What follows belongs to an exercise in optimizing a design on an open flow for a short achievable clock period and few clock cycles; a production flow would make more cautious choices.
The RTL was checked by simulation tests, not by an equivalence proof against the original design.
The clock port is modelled as an ideal driver; clocking choices that lean on that would not hold on a real chip.
Power is estimated from default activity; no workload was simulated.

onyx:
// rv32i_core
module rv32i_core (
    input  logic                 i_clk,
    input  logic                 i_reset,
    output rv32i_pkg::word_t     o_imem_addr,
    input  rv32i_pkg::word_t     i_imem_data,
    output logic                 o_wb_valid,
    output rv32i_pkg::reg_addr_t o_wb_rd,
    output rv32i_pkg::word_t     o_wb_data
);
Size in the first run: about 3600 flip-flops, ~100 I/O pins, ~140000 sq um of cells after synthesis.
clock: 10.0 ns
lec_check: 0
abc_clock_period_in_ps: 1500
cap_margin: 20
core_margin: 2
core_utilization: 40
setup_slack_margin: 5
slew_margin: 20
run.sh (not shown) runs the stock make flow with config.mk's settings and CLKGATE_MAP_FILE= SYNTH_SCRIPT=/design/flow/synth_recipe.tcl, a recipe that flattens the netlist after the stock synthesis.
onyx reached the final stage; the timing, design-rule and antenna checks on its layout passed.
Testbench counts of onyx, summed over its fixed seeds: cycles 53,275.
For zinc, these inputs were changed with respect to onyx:
- SETUP_SLACK_MARGIN: 5 -> unset
- TNS_END_PERCENT: unset -> 10
==> flow/flow/run.sh (new file) <==
#!/bin/bash
# The standard layout (standard.sh: standard synthesis, floorplan, power grid, placement,
# CTS, routing) with three changes to how the layout is made; constraints and clock are
# the standard flow's own:
#  - the port buffers are sky130_fd_sc_hd__buf_8 rather than the cell buffer_ports picks
#    by itself (a clock-delay buffer), so every input and output still gets its buffer;
#  - gate sizing may change a cell's footprint (MATCH_CELL_FOOTPRINT=0);
#  - the timing repair after CTS and after global routing aims for more setup slack than
#    the 10 ns clock needs (flow/repair.tcl redefines ORFS's repair_timing_helper there).
# Each make run logs to its own file here; ORFS keeps its per-step logs under orfs/logs.
set -euo pipefail
here=$(pwd)
common=(MATCH_CELL_FOOTPRINT=0 "BUFFER_PORTS_ARGS=-buffer_cell sky130_fd_sc_hd__buf_8")
bash standard.sh "${common[@]}" synth floorplan > standard_synth_floorplan.log 2>&1
bash standard.sh "${common[@]}" PRE_CTS_TCL="$here/flow/repair.tcl" \
    PRE_GLOBAL_ROUTE_TCL="$here/flow/repair.tcl" finish > standard_place_to_finish.log 2>&1
==> flow/flow/repair.tcl (new file) <==
# Sourced by ORFS (PRE_CTS_TCL, PRE_GLOBAL_ROUTE_TCL) before the CTS and global-route steps.
# Same as ORFS's repair_timing_helper, but with a setup margin of 6.5 ns (the repair aims
# for a 3.5 ns path at the 10 ns clock) and a bound on the number of repair iterations.
proc repair_timing_helper { args } {
  set additional_args [list -setup_margin 6.5 -max_iterations 3000]
  append_env_var additional_args HOLD_SLACK_MARGIN -hold_margin 1
  append_env_var additional_args SETUP_MOVE_SEQUENCE -sequence 1
  append_env_var additional_args TNS_END_PERCENT -repair_tns 1
  append_env_var additional_args SKIP_PIN_SWAP -skip_pin_swap 0
  append_env_var additional_args SKIP_GATE_CLONING -skip_gate_cloning 0
  append_env_var additional_args SKIP_BUFFER_REMOVAL -skip_buffer_removal 0
  append_env_var additional_args SKIP_LAST_GASP -skip_last_gasp 0
  append_env_var additional_args SKIP_VT_SWAP -skip_vt_swap 0
  append_env_var additional_args SKIP_CRIT_VT_SWAP -skip_crit_vt_swap 0
  append_env_var additional_args MATCH_CELL_FOOTPRINT -match_cell_footprint 0
  lappend additional_args {*}$args -verbose
  log_cmd repair_timing {*}$additional_args
}
==> flow/standard.sh (new file) <==
#!/bin/bash
# synth_recipe.tcl (not shown) runs the flow's synth.tcl, then flattens the netlist and writes it again
# the make line also repeats each setting of config.mk as NAME=value (left out here)
make -C /OpenROAD-flow-scripts/flow DESIGN_CONFIG=/design/flow/config.mk WORK_HOME=/design/flow/orfs CLKGATE_MAP_FILE= SYNTH_SCRIPT=/design/flow/synth_recipe.tcl "${@:-finish}"
removed: flow/run.sh
### Flow results
- Clock skew: lower on onyx
- Diff onyx -> zinc: via count of the first global-routing pass up 594; area overhead of the layout relative to synthesis up 3.9 points; register area flat; headroom to the max-slew limit down 0.24 points; clock-buffer cell count up about 1.2%.
- Status | zinc and onyx | clean
- zinc vs. onyx: sequential cell area share shows a reduction of 2.1 points, non-clock buffer count shows an increase of 244, length of routed met2 wiring shows a reduction of 3.5 mm, buffering stage count on the worst path with inverters included shows a reduction of 1.
- Compared zinc vs onyx, and relative contribution of sequential cells to total power is up in zinc.

* * *

rv32i_core, a different RTL version from the one above (not shown whole).
Size in the first run: ~3600 flip-flops, roughly 100 I/O pins.
// rv32i_core
module rv32i_core (
    input  logic                 i_clk,
    input  logic                 i_reset,
    output rv32i_pkg::word_t     o_imem_addr,
    input  rv32i_pkg::word_t     i_imem_data,
    output logic                 o_wb_valid,
    output rv32i_pkg::reg_addr_t o_wb_rd,
    output rv32i_pkg::word_t     o_wb_data
);
export LEC_CHECK = 0
export ABC_CLOCK_PERIOD_IN_PS = 1500
export CAP_MARGIN = 20
export CORE_MARGIN = 2
export CORE_UTILIZATION = 55
export PLACE_DENSITY = 0.68
export SLEW_MARGIN = 20
export TNS_END_PERCENT = 10
create_clock -name core_clock -period 10.0 [get_ports {i_clk}]
standard.sh (not shown) runs the stock make flow with config.mk's settings and CLKGATE_MAP_FILE= SYNTH_SCRIPT=/design/flow/synth_recipe.tcl, a recipe that flattens the netlist after the stock synthesis.
==> flow/flow/run.sh <==
#!/bin/bash
# The standard layout (standard.sh: standard synthesis, floorplan, power grid, placement,
# CTS, routing) with three changes to how the layout is made; constraints and clock are
# the standard flow's own:
#  - the port buffers are sky130_fd_sc_hd__buf_8 rather than the cell buffer_ports picks
#    by itself (a clock-delay buffer), so every input and output still gets its buffer;
#  - gate sizing may change a cell's footprint (MATCH_CELL_FOOTPRINT=0);
#  - the timing repair after CTS and after global routing aims for more setup slack than
#    the 10 ns clock needs (flow/repair.tcl redefines ORFS's repair_timing_helper there).
# Each make run logs to its own file here; ORFS keeps its per-step logs under orfs/logs.
set -euo pipefail
here=$(pwd)
common=(MATCH_CELL_FOOTPRINT=0 "BUFFER_PORTS_ARGS=-buffer_cell sky130_fd_sc_hd__buf_8")
bash standard.sh "${common[@]}" synth floorplan > standard_synth_floorplan.log 2>&1
bash standard.sh "${common[@]}" PRE_CTS_TCL="$here/flow/repair.tcl" \
    PRE_GLOBAL_ROUTE_TCL="$here/flow/repair.tcl" finish > standard_place_to_finish.log 2>&1
==> flow/flow/repair.tcl <==
# Sourced by ORFS (PRE_CTS_TCL, PRE_GLOBAL_ROUTE_TCL) before the CTS and global-route steps.
# Same as ORFS's repair_timing_helper, but with a setup margin of 6.5 ns (the repair aims
# for a 3.5 ns path at the 10 ns clock) and a bound on the number of repair iterations.
proc repair_timing_helper { args } {
  set additional_args [list -setup_margin 6.5 -max_iterations 3000]
  append_env_var additional_args HOLD_SLACK_MARGIN -hold_margin 1
  append_env_var additional_args SETUP_MOVE_SEQUENCE -sequence 1
  append_env_var additional_args TNS_END_PERCENT -repair_tns 1
  append_env_var additional_args SKIP_PIN_SWAP -skip_pin_swap 0
  append_env_var additional_args SKIP_GATE_CLONING -skip_gate_cloning 0
  append_env_var additional_args SKIP_BUFFER_REMOVAL -skip_buffer_removal 0
  append_env_var additional_args SKIP_LAST_GASP -skip_last_gasp 0
  append_env_var additional_args SKIP_VT_SWAP -skip_vt_swap 0
  append_env_var additional_args SKIP_CRIT_VT_SWAP -skip_crit_vt_swap 0
  append_env_var additional_args MATCH_CELL_FOOTPRINT -match_cell_footprint 0
  lappend additional_args {*}$args -verbose
  log_cmd repair_timing {*}$additional_args
}
The first run completed without violations.
Testbench counts at the start, summed over its fixed seeds: cycles 53,275.
Next try:
--- a/flow/config.mk
+++ b/flow/config.mk
@@ -9,6 +9,5 @@
 export CAP_MARGIN = 20
 export CORE_MARGIN = 2
-export CORE_UTILIZATION = 55
-export PLACE_DENSITY = 0.68
+export CORE_UTILIZATION = 40
 export SLEW_MARGIN = 20
 export TNS_END_PERCENT = 10
Outcome: Global-route usage drops by 12 points; power barely changes; hold slack gets worse by 23 ps.

-- what the ideal ports hide --
The flow's constraints put no driver on any port. The routed layouts listed below were extracted and timed again, unchanged, in two steps.
Step 1 sets driving cells, clkbuf_16 on the clock port and buf_2 on the other inputs (assumed; they add their load-dependent delay and slew).
Step 2, shift: input delay + t, output delay - t, t = (earliest + latest rising clock arrival at the registers) / 2. This alone moves slack from input paths to output paths.
Slacks: ideal ports / drivers / drivers and shift; pairs: ideal ports / drivers.
run	shift t [ns]	slack for setup (ns)	worst register clock-pin slew, ns
onyx	1.071	4.930 / 5.006 / 3.948	0.07 / 0.07
zinc	1.066	5.929 / 5.994 / 4.929	0.07 / 0.07
the first run of note 2	1.063	5.992 / 5.993 / 4.999	0.07 / 0.07
the second run of note 2	1.061	6.014 / 6.014 / 5.011	0.08 / 0.08
After both steps setup and hold are still met in every run listed. The setup slack of the second run of note 2, which loses most, moves by 0.000 ns with the drivers and by -1.003 ns with both steps.
